This is an optimization exercise on Yosys and OpenROAD, whose aim is small area, a short achievable clock period and few clock cycles per item, not a production implementation. Function was checked by simulation only, so behaviour that the tests miss may differ from the original.

==> flow/design.v <==
`timescale 1ns / 1ps
package lfo_pkg;
  localparam int MaxPeriodDef = 4096;
  localparam int LevelBitsDef = 16;
  localparam logic [12:0] PeriodRst = 13'd256;
  localparam logic [32:0] TwoPi = 33'd6746518852;
  localparam logic [30:0] One   = 31'h4000_0000;
  function automatic logic [32:0] horner_recip(input logic [3:0] k);
    logic [32:0] r;
    case (k)
      4'd9:    r = 33'(((66'd1 << 41) + 66'd305) / 66'd306);
      4'd8:    r = 33'(((66'd1 << 40) + 66'd239) / 66'd240);
      4'd7:    r = 33'(((66'd1 << 40) + 66'd181) / 66'd182);
      4'd6:    r = 33'(((66'd1 << 40) + 66'd131) / 66'd132);
      4'd5:    r = 33'(((66'd1 << 39) + 66'd89) / 66'd90);
      4'd4:    r = 33'(((66'd1 << 38) + 66'd55) / 66'd56);
      4'd3:    r = 33'(((66'd1 << 37) + 66'd29) / 66'd30);
      4'd2:    r = 33'(((66'd1 << 36) + 66'd11) / 66'd12);
      4'd1:    r = 33'(((66'd1 << 33) + 66'd1) / 66'd2);
      default: r = 33'd0;
    endcase
    horner_recip = r;
  endfunction
  function automatic logic [5:0] horner_shift(input logic [3:0] k);
    logic [5:0] s;
    case (k)
      4'd9:    s = 6'd41;
      4'd8:    s = 6'd40;
      4'd7:    s = 6'd40;
      4'd6:    s = 6'd40;
      4'd5:    s = 6'd39;
      4'd4:    s = 6'd38;
      4'd3:    s = 6'd37;
      4'd2:    s = 6'd36;
      4'd1:    s = 6'd33;
      default: s = 6'd33;
    endcase
    horner_shift = s;
  endfunction
  localparam int AmbLo = 8;
  localparam int AmbHi = 65524;
  function automatic logic [30:0] rom_q0(input logic [5:0] j);
    case (j)
      6'd0: rom_q0 = 31'd1073660973;
      6'd1: rom_q0 = 31'd1073014240;
      6'd2: rom_q0 = 31'd1071721163;
      6'd3: rom_q0 = 31'd1069782521;
      6'd4: rom_q0 = 31'd1067199483;
      6'd5: rom_q0 = 31'd1063973603;
      6'd6: rom_q0 = 31'd1060106825;
      6'd7: rom_q0 = 31'd1055601479;
      6'd8: rom_q0 = 31'd1050460278;
      6'd9: rom_q0 = 31'd1044686319;
      6'd10: rom_q0 = 31'd1038283080;
      6'd11: rom_q0 = 31'd1031254418;
      6'd12: rom_q0 = 31'd1023604566;
      6'd13: rom_q0 = 31'd1015338134;
      6'd14: rom_q0 = 31'd1006460100;
      6'd15: rom_q0 = 31'd996975812;
      6'd16: rom_q0 = 31'd986890983;
      6'd17: rom_q0 = 31'd976211688;
      6'd18: rom_q0 = 31'd964944360;
      6'd19: rom_q0 = 31'd953095785;
      6'd20: rom_q0 = 31'd940673101;
      6'd21: rom_q0 = 31'd927683790;
      6'd22: rom_q0 = 31'd914135678;
      6'd23: rom_q0 = 31'd900036924;
      6'd24: rom_q0 = 31'd885396022;
      6'd25: rom_q0 = 31'd870221790;
      6'd26: rom_q0 = 31'd854523369;
      6'd27: rom_q0 = 31'd838310216;
      6'd28: rom_q0 = 31'd821592095;
      6'd29: rom_q0 = 31'd804379079;
      6'd30: rom_q0 = 31'd786681534;
      6'd31: rom_q0 = 31'd768510122;
      6'd32: rom_q0 = 31'd749875788;
      6'd33: rom_q0 = 31'd730789757;
      6'd34: rom_q0 = 31'd711263525;
      6'd35: rom_q0 = 31'd691308855;
      6'd36: rom_q0 = 31'd670937766;
      6'd37: rom_q0 = 31'd650162530;
      6'd38: rom_q0 = 31'd628995660;
      6'd39: rom_q0 = 31'd607449906;
      6'd40: rom_q0 = 31'd585538248;
      6'd41: rom_q0 = 31'd563273883;
      6'd42: rom_q0 = 31'd540670223;
      6'd43: rom_q0 = 31'd517740883;
      6'd44: rom_q0 = 31'd494499675;
      6'd45: rom_q0 = 31'd470960600;
      6'd46: rom_q0 = 31'd447137835;
      6'd47: rom_q0 = 31'd423045732;
      6'd48: rom_q0 = 31'd398698801;
      6'd49: rom_q0 = 31'd374111709;
      6'd50: rom_q0 = 31'd349299266;
      6'd51: rom_q0 = 31'd324276419;
      6'd52: rom_q0 = 31'd299058239;
      6'd53: rom_q0 = 31'd273659918;
      6'd54: rom_q0 = 31'd248096755;
      6'd55: rom_q0 = 31'd222384147;
      6'd56: rom_q0 = 31'd196537583;
      6'd57: rom_q0 = 31'd170572633;
      6'd58: rom_q0 = 31'd144504935;
      6'd59: rom_q0 = 31'd118350194;
      6'd60: rom_q0 = 31'd92124163;
      6'd61: rom_q0 = 31'd65842639;
      6'd62: rom_q0 = 31'd39521455;
      6'd63: rom_q0 = 31'd13176464;
      default: rom_q0 = '0;
    endcase
  endfunction
  function automatic logic [22:0] rom_q1(input logic [5:0] j);
    case (j)
      6'd0: rom_q1 = 23'd80850;
      6'd1: rom_q1 = 23'd242501;
      6'd2: rom_q1 = 23'd404005;
      6'd3: rom_q1 = 23'd565267;
      6'd4: rom_q1 = 23'd726188;
      6'd5: rom_q1 = 23'd886671;
      6'd6: rom_q1 = 23'd1046621;
      6'd7: rom_q1 = 23'd1205940;
      6'd8: rom_q1 = 23'd1364532;
      6'd9: rom_q1 = 23'd1522303;
      6'd10: rom_q1 = 23'd1679156;
      6'd11: rom_q1 = 23'd1834998;
      6'd12: rom_q1 = 23'd1989735;
      6'd13: rom_q1 = 23'd2143273;
      6'd14: rom_q1 = 23'd2295521;
      6'd15: rom_q1 = 23'd2446385;
      6'd16: rom_q1 = 23'd2595776;
      6'd17: rom_q1 = 23'd2743603;
      6'd18: rom_q1 = 23'd2889778;
      6'd19: rom_q1 = 23'd3034212;
      6'd20: rom_q1 = 23'd3176818;
      6'd21: rom_q1 = 23'd3317511;
      6'd22: rom_q1 = 23'd3456205;
      6'd23: rom_q1 = 23'd3592818;
      6'd24: rom_q1 = 23'd3727266;
      6'd25: rom_q1 = 23'd3859469;
      6'd26: rom_q1 = 23'd3989347;
      6'd27: rom_q1 = 23'd4116823;
      6'd28: rom_q1 = 23'd4241818;
      6'd29: rom_q1 = 23'd4364258;
      6'd30: rom_q1 = 23'd4484070;
      6'd31: rom_q1 = 23'd4601180;
      6'd32: rom_q1 = 23'd4715519;
      6'd33: rom_q1 = 23'd4827017;
      6'd34: rom_q1 = 23'd4935608;
      6'd35: rom_q1 = 23'd5041226;
      6'd36: rom_q1 = 23'd5143807;
      6'd37: rom_q1 = 23'd5243290;
      6'd38: rom_q1 = 23'd5339614;
      6'd39: rom_q1 = 23'd5432722;
      6'd40: rom_q1 = 23'd5522557;
      6'd41: rom_q1 = 23'd5609066;
      6'd42: rom_q1 = 23'd5692196;
      6'd43: rom_q1 = 23'd5771898;
      6'd44: rom_q1 = 23'd5848122;
      6'd45: rom_q1 = 23'd5920824;
      6'd46: rom_q1 = 23'd5989960;
      6'd47: rom_q1 = 23'd6055487;
      6'd48: rom_q1 = 23'd6117367;
      6'd49: rom_q1 = 23'd6175562;
      6'd50: rom_q1 = 23'd6230037;
      6'd51: rom_q1 = 23'd6280759;
      6'd52: rom_q1 = 23'd6327698;
      6'd53: rom_q1 = 23'd6370825;
      6'd54: rom_q1 = 23'd6410115;
      6'd55: rom_q1 = 23'd6445544;
      6'd56: rom_q1 = 23'd6477090;
      6'd57: rom_q1 = 23'd6504734;
      6'd58: rom_q1 = 23'd6528460;
      6'd59: rom_q1 = 23'd6548254;
      6'd60: rom_q1 = 23'd6564103;
      6'd61: rom_q1 = 23'd6575999;
      6'd62: rom_q1 = 23'd6583933;
      6'd63: rom_q1 = 23'd6587901;
      default: rom_q1 = '0;
    endcase
  endfunction
  function automatic logic [15:0] rom_q2(input logic [5:0] j);
    case (j)
      6'd0: rom_q2 = 16'd40422;
      6'd1: rom_q2 = 16'd40398;
      6'd2: rom_q2 = 16'd40349;
      6'd3: rom_q2 = 16'd40276;
      6'd4: rom_q2 = 16'd40179;
      6'd5: rom_q2 = 16'd40058;
      6'd6: rom_q2 = 16'd39912;
      6'd7: rom_q2 = 16'd39742;
      6'd8: rom_q2 = 16'd39549;
      6'd9: rom_q2 = 16'd39331;
      6'd10: rom_q2 = 16'd39090;
      6'd11: rom_q2 = 16'd38826;
      6'd12: rom_q2 = 16'd38538;
      6'd13: rom_q2 = 16'd38227;
      6'd14: rom_q2 = 16'd37892;
      6'd15: rom_q2 = 16'd37535;
      6'd16: rom_q2 = 16'd37156;
      6'd17: rom_q2 = 16'd36753;
      6'd18: rom_q2 = 16'd36329;
      6'd19: rom_q2 = 16'd35883;
      6'd20: rom_q2 = 16'd35415;
      6'd21: rom_q2 = 16'd34926;
      6'd22: rom_q2 = 16'd34416;
      6'd23: rom_q2 = 16'd33886;
      6'd24: rom_q2 = 16'd33334;
      6'd25: rom_q2 = 16'd32763;
      6'd26: rom_q2 = 16'd32172;
      6'd27: rom_q2 = 16'd31562;
      6'd28: rom_q2 = 16'd30932;
      6'd29: rom_q2 = 16'd30284;
      6'd30: rom_q2 = 16'd29618;
      6'd31: rom_q2 = 16'd28934;
      6'd32: rom_q2 = 16'd28232;
      6'd33: rom_q2 = 16'd27514;
      6'd34: rom_q2 = 16'd26778;
      6'd35: rom_q2 = 16'd26027;
      6'd36: rom_q2 = 16'd25260;
      6'd37: rom_q2 = 16'd24478;
      6'd38: rom_q2 = 16'd23681;
      6'd39: rom_q2 = 16'd22870;
      6'd40: rom_q2 = 16'd22045;
      6'd41: rom_q2 = 16'd21207;
      6'd42: rom_q2 = 16'd20356;
      6'd43: rom_q2 = 16'd19492;
      6'd44: rom_q2 = 16'd18617;
      6'd45: rom_q2 = 16'd17731;
      6'd46: rom_q2 = 16'd16834;
      6'd47: rom_q2 = 16'd15927;
      6'd48: rom_q2 = 16'd15011;
      6'd49: rom_q2 = 16'd14085;
      6'd50: rom_q2 = 16'd13151;
      6'd51: rom_q2 = 16'd12209;
      6'd52: rom_q2 = 16'd11259;
      6'd53: rom_q2 = 16'd10303;
      6'd54: rom_q2 = 16'd9341;
      6'd55: rom_q2 = 16'd8373;
      6'd56: rom_q2 = 16'd7399;
      6'd57: rom_q2 = 16'd6422;
      6'd58: rom_q2 = 16'd5440;
      6'd59: rom_q2 = 16'd4456;
      6'd60: rom_q2 = 16'd3468;
      6'd61: rom_q2 = 16'd2479;
      6'd62: rom_q2 = 16'd1488;
      6'd63: rom_q2 = 16'd496;
      default: rom_q2 = '0;
    endcase
  endfunction
  function automatic logic [7:0] rom_q3(input logic [5:0] j);
    case (j)
      6'd0: rom_q3 = 8'd2;
      6'd1: rom_q3 = 8'd6;
      6'd2: rom_q3 = 8'd10;
      6'd3: rom_q3 = 8'd14;
      6'd4: rom_q3 = 8'd18;
      6'd5: rom_q3 = 8'd22;
      6'd6: rom_q3 = 8'd26;
      6'd7: rom_q3 = 8'd30;
      6'd8: rom_q3 = 8'd34;
      6'd9: rom_q3 = 8'd38;
      6'd10: rom_q3 = 8'd42;
      6'd11: rom_q3 = 8'd46;
      6'd12: rom_q3 = 8'd50;
      6'd13: rom_q3 = 8'd54;
      6'd14: rom_q3 = 8'd58;
      6'd15: rom_q3 = 8'd61;
      6'd16: rom_q3 = 8'd65;
      6'd17: rom_q3 = 8'd69;
      6'd18: rom_q3 = 8'd73;
      6'd19: rom_q3 = 8'd76;
      6'd20: rom_q3 = 8'd80;
      6'd21: rom_q3 = 8'd83;
      6'd22: rom_q3 = 8'd87;
      6'd23: rom_q3 = 8'd90;
      6'd24: rom_q3 = 8'd94;
      6'd25: rom_q3 = 8'd97;
      6'd26: rom_q3 = 8'd100;
      6'd27: rom_q3 = 8'd103;
      6'd28: rom_q3 = 8'd106;
      6'd29: rom_q3 = 8'd110;
      6'd30: rom_q3 = 8'd113;
      6'd31: rom_q3 = 8'd115;
      6'd32: rom_q3 = 8'd118;
      6'd33: rom_q3 = 8'd121;
      6'd34: rom_q3 = 8'd124;
      6'd35: rom_q3 = 8'd127;
      6'd36: rom_q3 = 8'd129;
      6'd37: rom_q3 = 8'd132;
      6'd38: rom_q3 = 8'd134;
      6'd39: rom_q3 = 8'd136;
      6'd40: rom_q3 = 8'd139;
      6'd41: rom_q3 = 8'd141;
      6'd42: rom_q3 = 8'd143;
      6'd43: rom_q3 = 8'd145;
      6'd44: rom_q3 = 8'd147;
      6'd45: rom_q3 = 8'd149;
      6'd46: rom_q3 = 8'd150;
      6'd47: rom_q3 = 8'd152;
      6'd48: rom_q3 = 8'd154;
      6'd49: rom_q3 = 8'd155;
      6'd50: rom_q3 = 8'd156;
      6'd51: rom_q3 = 8'd158;
      6'd52: rom_q3 = 8'd159;
      6'd53: rom_q3 = 8'd160;
      6'd54: rom_q3 = 8'd161;
      6'd55: rom_q3 = 8'd162;
      6'd56: rom_q3 = 8'd163;
      6'd57: rom_q3 = 8'd163;
      6'd58: rom_q3 = 8'd164;
      6'd59: rom_q3 = 8'd164;
      6'd60: rom_q3 = 8'd165;
      6'd61: rom_q3 = 8'd165;
      6'd62: rom_q3 = 8'd165;
      6'd63: rom_q3 = 8'd165;
      default: rom_q3 = '0;
    endcase
  endfunction
endpackage
`timescale 1ns / 1ps
module lfo_div (
  input  logic [11:0] rem_i,
  input  logic [31:0] num_i,
  input  logic [12:0] den_i,
  output logic [11:0] rem_o,
  output logic [31:0] num_o
);
  always_comb begin
    logic [12:0] t;
    logic [11:0] r;
    logic [31:0] n;
    logic        ge;
    r = rem_i;
    n = num_i;
    for (int s = 0; s < 4; s++) begin
      t  = {r, n[31]};
      ge = (t >= den_i);
      r  = ge ? 12'(t - den_i) : t[11:0];
      n  = {n[30:0], ge};
    end
    rem_o = r;
    num_o = n;
  end
endmodule
`timescale 1ns / 1ps
module lfo_wave_generator #(
  parameter int MAX_PERIOD = lfo_pkg::MaxPeriodDef,
  parameter int LEVEL_BITS = lfo_pkg::LevelBitsDef
) (
  input  logic                        clk_i,
  input  logic                        rst_ni,
  input  logic                        cfg_we_i,
  input  logic [0:0]                  cfg_idx_i,
  input  logic [12:0]                 cfg_data_i,
  input  logic                        in_valid_i,
  output logic                        in_ready_o,
  input  logic                        restart_i,
  output logic                        out_valid_o,
  input  logic                        out_ready_i,
  output logic [LEVEL_BITS-1:0]       level_o,
  output logic [$clog2(MAX_PERIOD)-1:0] position_o
);
  localparam logic [30:0] One = lfo_pkg::One;
  logic        wave_q;
  logic [12:0] per_q;
  logic [12:0] per_wr;
  always_comb begin
    if (cfg_data_i == 13'd0) per_wr = 13'd1;
    else if (cfg_data_i > 13'd4096) per_wr = 13'd4096;
    else per_wr = cfg_data_i;
  end
  always_ff @(posedge clk_i or negedge rst_ni) begin
    if (!rst_ni) begin
      wave_q <= 1'b0;
      per_q  <= lfo_pkg::PeriodRst;
    end else if (cfg_we_i) begin
      if (cfg_idx_i == 1'b0) wave_q <= cfg_data_i[0];
      else per_q <= per_wr;
    end
  end
  logic [11:0] pos_q;
  logic        dirty_q;           
  logic        take;
  logic        pos_ge;
  logic [12:0] pos_p1;
  logic [11:0] nx_pos, nx_zero, tick_i;
  logic        rs_eff;
  assign pos_ge  = {1'b0, pos_q} >= per_q;
  assign pos_p1  = {1'b0, pos_q} + 13'd1;
  assign nx_pos  = (pos_p1 >= per_q) ? 12'd0 : pos_p1[11:0];
  assign nx_zero = (per_q == 13'd1) ? 12'd0 : 12'd1;
  assign rs_eff  = restart_i | pos_ge;
  assign tick_i  = rs_eff ? 12'd0 : pos_q;
  logic        tv_q, sv_q;
  logic [11:0] ti_q, si_q;
  logic        tinit_q, sinit_q;
  logic [12:0] tp_q, sp_q;
  logic        tw_q, sw_q;
  assign in_ready_o = !sv_q;
  assign take       = in_valid_i & !sv_q;
  always_ff @(posedge clk_i or negedge rst_ni) begin
    if (!rst_ni) begin
      pos_q   <= '0;
      dirty_q <= 1'b1;
    end else begin
      if (take) pos_q <= rs_eff ? nx_zero : nx_pos;
      if (cfg_we_i) dirty_q <= 1'b1;
      else if (take) dirty_q <= 1'b0;
    end
  end
  logic [31:0] acc_q, inc_q;
  logic [11:0] rem_q, rinc_q;
  logic [12:0] pd_q;              
  logic        md_q;              
  logic        div_busy_q;
  logic [2:0]  div_cnt_q;
  logic [11:0] hd;
  logic [12:0] den;
  assign hd  = pd_q[12:1];
  assign den = md_q ? {1'b0, hd} : pd_q;
  logic [11:0] ht, mt, hmt;
  logic [11:0] remA0, remB0;
  logic [31:0] numA0, numB0;
  always_comb begin
    ht  = tp_q[12:1];
    mt  = (ti_q <= ht) ? ti_q : 12'((ht << 1) - ti_q);
    hmt = ht - mt;
    if (!tw_q) begin
      remA0 = ti_q;
      numA0 = {20'd0, ht};
      remB0 = 12'd1;
      numB0 = '0;
    end else begin
      remA0 = {1'b0, hmt[11:1]};
      numA0 = {hmt[0], 4'd0, ht[11:1], 16'd0};
      remB0 = 12'd0;
      numB0 = {16'h8000, 16'd0};
    end
  end
  logic [11:0] remA1, remB1;
  logic [31:0] numA1, numB1;
  lfo_div u_div_a (.rem_i(rem_q),  .num_i(acc_q), .den_i(den), .rem_o(remA1), .num_o(numA1));
  lfo_div u_div_b (.rem_i(rinc_q), .num_i(inc_q), .den_i(den), .rem_o(remB1), .num_o(numB1));
  logic        t_start, t_go, adv;
  logic [31:0] a_sel, acc_n;
  logic [11:0] r_sel, rem_n;
  logic        tri_up;
  logic [12:0] s_add;
  logic        cy, bw;
  always_comb begin
    if (ti_q == 12'd0) begin
      a_sel = md_q ? 32'h0000_8000 : 32'd0;
      r_sel = md_q ? {1'b0, hd[11:1]} : hd;
    end else begin
      a_sel = acc_q;
      r_sel = rem_q;
    end
    tri_up = md_q & (ti_q < hd);
    s_add  = {1'b0, r_sel} + {1'b0, rinc_q};
    cy     = s_add >= den;
    bw     = r_sel < rinc_q;
    if (tri_up) begin
      acc_n = a_sel - inc_q - 32'(bw);
      rem_n = r_sel - rinc_q + (bw ? den[11:0] : 12'd0);
    end else begin
      acc_n = a_sel + inc_q + 32'(cy);
      rem_n = cy ? 12'(s_add - den) : s_add[11:0];
    end
  end
  assign t_start = tv_q & tinit_q & !div_busy_q;
  assign t_go    = tv_q & !tinit_q & adv;
  always_ff @(posedge clk_i or negedge rst_ni) begin
    if (!rst_ni) begin
      tv_q       <= 1'b0;
      sv_q       <= 1'b0;
      tinit_q    <= 1'b0;
      div_busy_q <= 1'b0;
      div_cnt_q  <= '0;
    end else begin
      if (!tv_q || t_go) begin
        tv_q    <= sv_q | take;
        tinit_q <= sv_q ? sinit_q : dirty_q;
        sv_q    <= 1'b0;
      end else begin
        if (take) sv_q <= 1'b1;
        if (div_busy_q && div_cnt_q == 3'd0) tinit_q <= 1'b0;
      end
      if (t_start) begin
        div_busy_q <= 1'b1;
        div_cnt_q  <= tw_q ? 3'd3 : 3'd7;
      end else if (div_busy_q) begin
        div_cnt_q <= div_cnt_q - 3'd1;
        if (div_cnt_q == 3'd0) div_busy_q <= 1'b0;
      end
    end
  end
  always_ff @(posedge clk_i) begin
    if (!tv_q || t_go) begin
      ti_q <= sv_q ? si_q : tick_i;
      tp_q <= sv_q ? sp_q : per_q;
      tw_q <= sv_q ? sw_q : wave_q;
    end else if (take) begin
      si_q    <= tick_i;
      sinit_q <= dirty_q;
      sp_q    <= per_q;
      sw_q    <= wave_q;
    end
    if (t_start) begin
      pd_q   <= tp_q;
      md_q   <= tw_q;
      acc_q  <= numA0;
      rem_q  <= remA0;
      inc_q  <= numB0;
      rinc_q <= remB0;
    end else if (div_busy_q) begin
      acc_q  <= numA1;
      rem_q  <= remA1;
      inc_q  <= numB1;
      rinc_q <= remB1;
    end else if (t_go) begin
      acc_q <= acc_n;
      rem_q <= rem_n;
    end
  end
  logic        v1_q, v2_q, v3_q, v4_q;
  logic        m1_q, m2_q, m3_q, m4_q;
  logic [11:0] i1_q, i2_q, i3_q, i4_q;
  logic [31:0] x1_q;
  logic [1:0]  q2_q, q3_q, q4_q;
  logic [30:0] u2_q, u3_q, u4_q;    
  logic [16:0] w2_q;
  logic [23:0] w1_q;
  logic [32:0] c4_q;
  logic [1:0]  q1;
  logic [30:0] up1;
  logic signed [8:0]  k3;
  logic signed [10:0] b3;
  logic signed [16:0] k2;
  logic signed [19:0] mul3, w2_s;
  logic [16:0] w2_n;
  always_comb begin
    q1   = x1_q[31:30];
    up1  = q1[0] ? (31'(One) - {1'b0, x1_q[29:0]}) : {1'b0, x1_q[29:0]};
    k3   = {1'b0, lfo_pkg::rom_q3(up1[29:24])};
    b3   = {~up1[23], up1[22:13]};
    k2   = {1'b0, lfo_pkg::rom_q2(up1[29:24])};
    mul3 = k3 * b3;
    w2_s = k2 - (mul3 >>> 10);
    w2_n = w2_s[16:0];
  end
  logic signed [16:0] w2s;
  logic signed [15:0] b2;
  logic signed [23:0] k1;
  logic signed [32:0] mul2, w1_s;
  logic [23:0] w1_n;
  always_comb begin
    w2s  = w2_q;
    b2   = {~u2_q[23], u2_q[22:8]};
    k1   = {1'b0, lfo_pkg::rom_q1(u2_q[29:24])};
    mul2 = w2s * b2;
    w1_s = k1 + (mul2 >>> 15);
    w1_n = w1_s[23:0];
  end
  logic signed [23:0] w1s, b1;
  logic signed [32:0] k0;
  logic signed [47:0] mul1, c_s;
  logic [32:0] c_n;
  always_comb begin
    w1s  = w1_q;
    b1   = {~u3_q[23], u3_q[22:0]};
    k0   = {2'b0, lfo_pkg::rom_q0(u3_q[29:24])};
    mul1 = w1s * b1;
    c_s  = k0 - (mul1 >>> 22);
    if (u3_q[30]) c_n = '0;
    else c_n = c_s[32:0];
  end
  logic [15:0] r4;
  logic        amb4;
  logic        slow_busy_q, slow_done_q;
  logic [30:0] slow_c_q;
  logic [32:0] c_use;
  logic [34:0] v4;
  logic [15:0] lvl4;
  logic        slow_stall, push;
  logic        o0v_q, o1v_q;
  logic [15:0] o0l_q, o1l_q;
  logic [11:0] o0p_q, o1p_q;
  always_comb begin
    r4    = c4_q[15:0] + 16'h8000;
    amb4  = (r4 <= 16'(lfo_pkg::AmbLo)) || (r4 >= 16'(lfo_pkg::AmbHi));
    c_use = slow_done_q ? {2'b0, slow_c_q} : c4_q;
    if (q4_q == 2'd0 || q4_q == 2'd3) v4 = 35'(One) + {{2{c_use[32]}}, c_use};
    else v4 = 35'(One) - {{2{c_use[32]}}, c_use};
    v4   = v4 + 35'h8000;
    lvl4 = m4_q ? u4_q[15:0] : v4[31:16];
  end
  assign slow_stall = v4_q & !m4_q & amb4 & !slow_done_q;
  assign adv        = !o1v_q & !slow_stall;
  assign push       = v4_q & adv;
  always_ff @(posedge clk_i or negedge rst_ni) begin
    if (!rst_ni) begin
      v1_q <= 1'b0;
      v2_q <= 1'b0;
      v3_q <= 1'b0;
      v4_q <= 1'b0;
    end else if (adv) begin
      v1_q <= t_go;
      v2_q <= v1_q;
      v3_q <= v2_q;
      v4_q <= v3_q;
    end
  end
  always_ff @(posedge clk_i) begin
    if (adv) begin
      m1_q <= md_q;
      i1_q <= ti_q;
      x1_q <= a_sel;
      m2_q <= m1_q;
      i2_q <= i1_q;
      q2_q <= q1;
      u2_q <= m1_q ? {15'd0, x1_q[15:0]} : up1;
      w2_q <= w2_n;
      m3_q <= m2_q;
      i3_q <= i2_q;
      q3_q <= q2_q;
      u3_q <= u2_q;
      w1_q <= w1_n;
      m4_q <= m3_q;
      i4_q <= i3_q;
      q4_q <= q3_q;
      u4_q <= u3_q;
      c4_q <= c_n;
    end
  end
  always_ff @(posedge clk_i or negedge rst_ni) begin
    if (!rst_ni) begin
      o0v_q <= 1'b0;
      o1v_q <= 1'b0;
    end else begin
      if (!o0v_q || out_ready_i) begin
        if (o1v_q) begin
          o0v_q <= 1'b1;
          o1v_q <= 1'b0;
        end else begin
          o0v_q <= push;
        end
      end else if (push) begin
        o1v_q <= 1'b1;
      end
    end
  end
  always_ff @(posedge clk_i) begin
    if (!o0v_q || out_ready_i) begin
      if (o1v_q) begin
        o0l_q <= o1l_q;
        o0p_q <= o1p_q;
      end else begin
        o0l_q <= lvl4;
        o0p_q <= i4_q;
      end
    end else if (push) begin
      o1l_q <= lvl4;
      o1p_q <= i4_q;
    end
  end
  assign out_valid_o = o0v_q;
  assign level_o     = o0l_q;
  assign position_o  = o0p_q;
  logic [2:0]  sl_ph_q;           
  logic [5:0]  sl_cnt_q;
  logic [3:0]  sl_k_q;
  logic [31:0] sl_a_q;
  logic [33:0] sl_acc_q;
  logic [32:0] sl_b_q;
  logic [32:0] sl_aop;
  logic [34:0] sl_sum;
  logic [30:0] sl_term, sl_t;
  always_comb begin
    case (sl_ph_q)
      3'd1:    sl_aop = lfo_pkg::TwoPi;
      3'd4:    sl_aop = lfo_pkg::horner_recip(sl_k_q);
      default: sl_aop = {sl_a_q, 1'b0};
    endcase
    sl_sum  = {1'b0, sl_acc_q} + (sl_b_q[0] ? {2'b0, sl_aop} : 35'd0);
    sl_term = (sl_acc_q > 34'(One)) ? One : sl_acc_q[30:0];
    sl_t    = One - sl_term;
  end
  always_ff @(posedge clk_i or negedge rst_ni) begin
    if (!rst_ni) begin
      sl_ph_q     <= 3'd0;
      slow_done_q <= 1'b0;
    end else begin
      if (adv) slow_done_q <= 1'b0;
      if (sl_ph_q == 3'd0) begin
        if (slow_stall) sl_ph_q <= 3'd1;
      end else if (sl_cnt_q == 6'd0) begin
        case (sl_ph_q)
          3'd1:    sl_ph_q <= 3'd2;
          3'd2:    sl_ph_q <= 3'd3;
          3'd3:    sl_ph_q <= 3'd4;
          default: begin
            if (sl_k_q == 4'd1) begin
              sl_ph_q     <= 3'd0;
              slow_done_q <= 1'b1;
            end else begin
              sl_ph_q <= 3'd3;
            end
          end
        endcase
      end
    end
  end
  always_ff @(posedge clk_i) begin
    if (sl_ph_q == 3'd0) begin
      sl_acc_q <= '0;
      sl_b_q   <= {2'b0, u4_q};
      sl_cnt_q <= 6'd32;
    end else if (sl_cnt_q != 6'd0) begin
      sl_acc_q <= sl_sum[34:1];
      sl_b_q   <= {1'b0, sl_b_q[32:1]};
      sl_cnt_q <= sl_cnt_q - 6'd1;
    end else begin
      sl_acc_q <= '0;
      case (sl_ph_q)
        3'd1: begin
          sl_a_q   <= sl_acc_q[31:0];
          sl_b_q   <= sl_acc_q[32:0];
          sl_cnt_q <= 6'd31;
        end
        3'd2: begin
          sl_a_q   <= sl_acc_q[31:0];
          sl_k_q   <= 4'd9;
          sl_b_q   <= {2'b0, One};
          sl_cnt_q <= 6'd31;
        end
        3'd3: begin
          sl_b_q   <= sl_acc_q[32:0];
          sl_cnt_q <= lfo_pkg::horner_shift(sl_k_q);
        end
        default: begin
          slow_c_q <= sl_t;
          sl_k_q   <= sl_k_q - 4'd1;
          sl_b_q   <= {2'b0, sl_t};
          sl_cnt_q <= 6'd31;
        end
      endcase
    end
  end
endmodule
==> flow/run.sh <==
#!/bin/bash
# synth_recipe.tcl (not shown) runs the flow's synth.tcl, then flattens the netlist and writes it again
# the make line also repeats each setting of config.mk as NAME=value (left out here)
make -C /OpenROAD-flow-scripts/flow DESIGN_CONFIG=/design/flow/config.mk WORK_HOME=/design/flow/orfs CLKGATE_MAP_FILE= SYNTH_SCRIPT=/design/flow/synth_recipe.tcl finish
==> flow/config.mk <==
export PLATFORM = sky130hd
export DESIGN_NAME = lfo_wave_generator
export DESIGN_NICKNAME = lfo_wave_generator
export VERILOG_FILES = /design/flow/design.v
export SDC_FILE = /design/flow/constraint.sdc
export NUM_CORES = 4
export LEC_CHECK = 0
export CAP_MARGIN = 20
export CORE_MARGIN = 2
export CORE_UTILIZATION = 40
export SLEW_MARGIN = 20
==> flow/constraint.sdc <==
create_clock -name core_clock -period 11.0 [get_ports {clk_i}]
set_input_delay 2.2000 -clock core_clock [delete_from_list [all_inputs] [get_ports {clk_i}]]
set_output_delay 2.2000 -clock core_clock [all_outputs]
set_load 0.01 [all_outputs]
==> flow_summary.ini, run 1 <==
[cts]
root_buffer = clkbuf_16
htreeDepth = 3
worstSkewPairLatency_ns = 0.74
cts.path.max_buffers = 3
cts_tree = done
clk_pin_slew_ns = 0.06
cts_inserted_buffers = 88
clock_sinks = 730
cts_hold_buf = 0

[synthesis]
synth_cell_types = 93
yosys-top-cells-area = fa_1 (23%), edfxtp_1 (19%), ha_1 (10%)
synthFlopType = edfxtp_1
yosysTopAreaCellShare_pct = 23.09
syn_area_sq_mm = 0.08522
syn_inst = 9332
yosysSeqAreaShare_pct = 23.68
synth_nets = 11042
async_reset_ff_share_pct = 6.027
ys_seq_elements = 730
ys_warn_count = 2
yosysTopAreaCell = fa_1
syn_area_per_cell_sq_um = 9.132
synth_edf_count = 534

[setup_path]
crit_slowest_cell = edfxtp_1
critPathRequiredTime_ns = 11.49
critical_path.most_common_cell = o21ai_2
end_kind = register
cpPeakStageDelay_ns = 0.48
critPathTopFamily = compound AO/OA/AOI/OAI gates
start_kind = register
cp.arrival_ns = 11.07
path_class = register to register
worst-path-buf-inv = 8
path_max_fanout = 12

[flow_run]
cap_viol_max_count = 0

[route]
wirelength_um = 255000
vias = 67589
drtIter0Drc = 5624
drc = 0
drt_first_pass_iters = 7
ant_nets = 0
wire_per_inst_um = 20.75
viasPerCell = 5.500

[finish]
layout.nets = 11101
final_cells = 12290
layout-drive-gt1-share_pct = 8.155
layout_commonest_cell = inv_1
fin_util_pct = 44.32
layout_common_cells = inv_1 (1359), nand2_1 (1001), fa_1 (983)
final_cell_area_sq_mm = 0.09391
area_growth_pct = 10.20

[timing]
hold_viol = 0
whs_ns = 0.4111
slew_headroom_pct = 30.30
slew_violations = 0
rsz0062_at_grt = yes
setup_violations = 0
fin_skew_ns = 0.07817
max_freq_ghz = 0.09453
finalCritPeriodShare_pct = 96.17
fin_tns_setup_ns = 0
worstMarginPinSlew_ns = 1.038
setup_slack_ns = 0.4218
period_minus_slack_ns = 10.58

[grt]
grt_pass1_vias = 68910
antenna_found_initial = 6
grt_max_degree = 94
grt.total_usage_pct = 23.34
grt_pass1_wl_um = 399200
grt-ovfl-total = 0

[floorplanning]
start_util_pct = 40.22
rows = 169
die_area_sq_mm = 0.2168
fp.dieW_um = 465.6
ios = 50
die_h_um = 465.6
design.core.area_sq_mm = 0.2119

[placement]
hpwl_um = 199100
placedCellCount = 12089
placed_cell_area_sq_mm = 0.09031
place_ws_ns = -0.1963
portBuffers = 49
finalWeightedCongestion = 0.9306

[hold_path]
hold_class = register to register

[run_status]
status = no timing/DRC/antenna violations
flip-flops by register name, summed over array words and instances, names as in the netlist, 32 cells and up, named ones only:
signal	cells
sl_acc_q	34
sl_b_q	33
acc_q	32
c4_q	32
inc_q	32
sl_a_q	32
x1_q	32
cells by family after synthesis:
logic type	share of synthesized area, %
adders and majority gates	33.50
xor gates and xnor gates	4.098
buffers and inverters	7.984
muxes	2.061
and+or+nand+nor	15.41
AOI/OAI and AO/OA	13.27
DFF	23.68
what timing repair did:
item	4_1_cts	5_1_grt
pin swaps	4	36
buffers inserted	6	25
cloned	0	2
setup endpoints to repair	27	34
endpoints found under the hold margin	0	0
resized for setup	12	102
final timing paths:
| kind | from | slack [ns] | cells past startpoint | end |
|---|---|---|---|---|
| max in group asynchronous | rst_ni | 8.69 | 2 | o1v_q |
| setup reg to reg | md_q | 0.42 | 60 | rinc_q[8] |
| hold / removal | sl_b_q[2] | 0.41 | 1 | sl_b_q[1] |
| min in group asynchronous | rst_ni | 1.62 | 2 | per_q[4] |
| setup / recovery | md_q | 0.42 | 60 | rinc_q[8] |
| hold reg to reg | sl_b_q[2] | 0.41 | 1 | sl_b_q[1] |
worst reg2reg max path, delay by kind of cell (launching register included):
family	cells	cell delay [ns]
compound gates	37	5.65
fa+ha+maj	4	1.01
buf+inv	8	1.20
flops	1	0.48
mux	3	0.98
simple gates	8	1.01
layer usage:
| layer | track usage, % | wire [um] | up-vias |
|---|---|---|---|
| met5 | 0 | 13 | - |
| met4 | 8.373 | 9888 | 2 |
| met3 | 2.437 | 13110 | 470 |
| met2 | 40.62 | 125900 | 2138 |
| met1 | 29.98 | 106100 | 33771 |
| li1 | - | - | 31208 |
cell usage after synthesis, drive strengths merged, types with 35 or more instances:
library cell,instances
a211oi,99
a21boi,50
a21o,112
a21oi,425
a221o,35
a31oi,91
and2,444
buf,41
clkbuf,400
dfrtp,42
dfxtp,152
edfxtp,534
fa,983
ha,707
inv,1361
mux2,94
mux2i,63
nand2,1003
nand2b,65
nand3,156
nand4,54
nor2,623
nor2b,75
nor3,172
nor4,43
o211ai,63
o21a,50
o21ai,454
o21bai,47
o31ai,38
or2,40
xnor2,274
xor2,123
area by class of cell:
class / instances / area, sq um
Fill cell: 20535 / 118000
Multi-Input combinational cell: 6792 / 58840
Sequential cell: 730 / 20180
Inverter: 1369 / 5146
Tap cell: 2821 / 3530
Timing Repair Buffer: 410 / 3291
Clock buffer: 117 / 2465
Clock inverter: 49 / 455.4
Antenna cell: 2 / 5.005
Testbench counts, summed over its fixed seeds: cycles 3,429, items 1,818.
==> run 2: changes to the inputs <==
--- a/flow/config.mk
+++ b/flow/config.mk
@@ -6,6 +6,8 @@
 export NUM_CORES = 4
 export LEC_CHECK = 0
+export ABC_CLOCK_PERIOD_IN_PS = 5000
 export CAP_MARGIN = 20
 export CORE_MARGIN = 2
-export CORE_UTILIZATION = 40
+export CORE_UTILIZATION = 50
+export SETUP_SLACK_MARGIN = 5
 export SLEW_MARGIN = 20
==> run 2 against run 1 <==
  * Still clean
  * Wire length grew 5.1%
  * Clock skew shrank 0.017 ns
  * Setup slack gained 0.50 ns
  * Utilization grew 13 points
  * Flip-flop and latch count is the same
  * Via count grew 2.5%
  * Critical path depth grew 3
  * Maximum frequency grew 5.0%
  * Largest cell class unchanged
  * Highest routed layer is now met4
==> flow_summary.ini, run 2 <==
[run_status]
status = no timing/DRC/antenna violations

[setup_path]
end_kind = register
crit_slowest_cell = edfxtp_1
critPathTopFamily = buffers and inverters
path_max_fanout = 4
cpPeakStageDelay_ns = 0.52
path_class = register to register
cp.arrival_ns = 10.51
start_kind = register
worst-path-buf-inv = 28
critPathRequiredTime_ns = 11.44
critical_path.most_common_cell = buf_4

[synthesis]
synthFlopType = edfxtp_1
syn_inst = 9332
synth_nets = 11042
yosys-top-cells-area = fa_1 (23%), edfxtp_1 (19%), ha_1 (10%)
synth.most_common_cell = inv_1
yosysTopAreaCellShare_pct = 23.09
synth_cell_types = 93
syn_area_per_cell_sq_um = 9.132
yosysSeqAreaShare_pct = 23.68
ys_seq_elements = 730
yosysTopAreaCell = fa_1
synth.cells.most_frequent = inv_1 (1361), nand2_1 (1003), fa_1 (983)
async_reset_ff_share_pct = 6.027
syn_area_sq_mm = 0.08522
ys_warn_count = 2
synth_edf_count = 534

[placement]
portBuffers = 49
placed_cell_area_sq_mm = 0.08949
hpwl_um = 201100
finalWeightedCongestion = 0.9758

[cts]
clock_sinks = 730
htreeDepth = 3
clk_pin_slew_ns = 0.06
cts_hold_buf = 0
cts.path.max_buffers = 3
root_buffer = clkbuf_16
cts_tree = done
cts_inserted_buffers = 88
worstSkewPairLatency_ns = 0.75

[route]
wirelength_um = 267900
vias = 69253
ant_nets = 0
drt_first_pass_iters = 5
drc = 0
drtIter0Drc = 6366
wire_per_inst_um = 22.50
viasPerCell = 5.818

[timing]
setup_violations = 0
slew_headroom_pct = 24.87
finalCritPeriodShare_pct = 91.58
max_freq_ghz = 0.09926
fin_skew_ns = 0.06129
period_minus_slack_ns = 10.07
rsz0062_at_grt = yes
slew_violations = 0
hold_viol = 0
whs_ns = 0.3955
fin_tns_setup_ns = 0
worstMarginPinSlew_ns = 1.124

[floorplanning]
fp.dieW_um = 416.8
die_area_sq_mm = 0.1738
design.core.area_sq_mm = 0.1693
ios = 50
start_util_pct = 50.34
rows = 151
die_h_um = 416.8

[finish]
layout_common_cells = inv_1 (1328), nand2_1 (979), fa_1 (972)
final_cell_area_sq_mm = 0.09762
area_growth_pct = 14.55
nFillCells = 14880
layout_commonest_cell = inv_1
layout.nets = 11318
reg.largest.list = sl_acc_q: 34 flops, sl_b_q: 33 flops
layout-drive-gt1-share_pct = 13.91
fin_util_pct = 57.67
largest_register_ffs = 34
top_register = sl_acc_q

[flow_run]
cap_viol_max_count = 0

[grt]
antenna_found_initial = 1
grt_pass1_vias = 69329
grt-ovfl-total = 0
grt.total_usage_pct = 30.51
grt_max_degree = 138
grt_pass1_wl_um = 411600

[hold_path]
hold_class = register to register
## run 2: cell counts after synthesis
Identical to the previous run, type by type.
## run 2: per-layer routing
layer,track usage [%],share of wire (%),vias up
li1,-,-,31666
met5,0,0,-
met3,4.090,6.5,578
met4,11.35,4.4,0
met2,50.09,47,2488
met1,41.23,42,34521
## run 2: per-stage QoR
step,cells,setup WS [ns]
2_1_floorplan,9332,0.5675
3_3_place_gp,11387,0.1351
3_5_place_dp,11387,-0.02746
4_1_cts,11754,0.8241
5_1_grt,11902,0.3853
6_report,11903,0.9258
## run 2: logic make-up (layout without fill, tap and decap cells)
kind of cell	count (synthesis)	in the layout	synth area share (%)
simple gates	2792	2793	15.41
buf+inv	1810	2160	7.984
compound gates	1751	1751	13.27
fa+ha+maj	1692	1692	33.50
flops	730	730	23.68
xor+xnor	397	398	4.098
mux	160	160	2.061
other cells	0	1	0
## run 2: area by class of cell
class	instances	area (sq um)	share of cell area, %
Tap cell	2218	2775	2.843
Antenna cell	1	2.502	0.002563
Sequential cell	730	20180	20.68
Multi-Input combinational cell	6794	61020	62.51
Inverter	1369	5172	5.299
Clock buffer	113	2505	2.566
Clock inverter	53	668.1	0.6844
Timing Repair Buffer	625	5285	5.414
## run 2: path summary, 6_finish.rpt
check / startpoint / to / slack, ns / cells after the start
max: md_q / rem_q[4] / 0.93 / 63
min: u2_q[30] / u3_q[30] / 0.40 / 0
max reg2reg: md_q / rem_q[4] / 0.93 / 63
min reg2reg: u2_q[30] / u3_q[30] / 0.40 / 0
max in group asynchronous: rst_ni / div_busy_q / 8.78 / 2
min in group asynchronous: rst_ni / per_q[10] / 1.61 / 2
## run 2: worst reg2reg max path, delay by kind of cell (launching register included)
family | cells | cell delay [ns]
buf+inv | 28 | 3.44
compound gates | 14 | 2.18
fa+ha+maj | 4 | 0.90
mux | 5 | 1.28
simple gates | 12 | 1.49
flops | 1 | 0.52
## run 2: what timing repair did
action                                  4_1_cts  5_1_grt
hold endpoints to repair                      0        0
endpoints found under the setup margin      151      159
gates cloned                                  4        4
pin swaps                                   113      163
resized for setup                           160      298
setup buffers                               197      142

[separate check: timing with driven ports]
In the flow no input, the clock included, has a driving cell. The finished layouts below were timed again as built, in two steps.
Step 1: set_driving_cell puts a clkbuf_16 on clk_i and a buf_2 on each other input, an assumption about the parent block.
Step 2 also shifts input and output timing later by t, the mid clock arrival at the registers, as if the neighbouring blocks saw the same clock.
Slacks: ideal ports / drivers / drivers and shift; pairs: ideal ports / drivers.
| run | shift t [ns] | slack for setup (ns) | worst data-port slew with drivers (ns) |
|---|---|---|---|
| run 1 | 0.792 | 0.422 / 0.422 / 0.422 | 0.04 |
| run 2 | 0.800 | 0.926 / 0.926 / 0.926 | 0.05 |
After both steps every run listed still meets setup and hold.
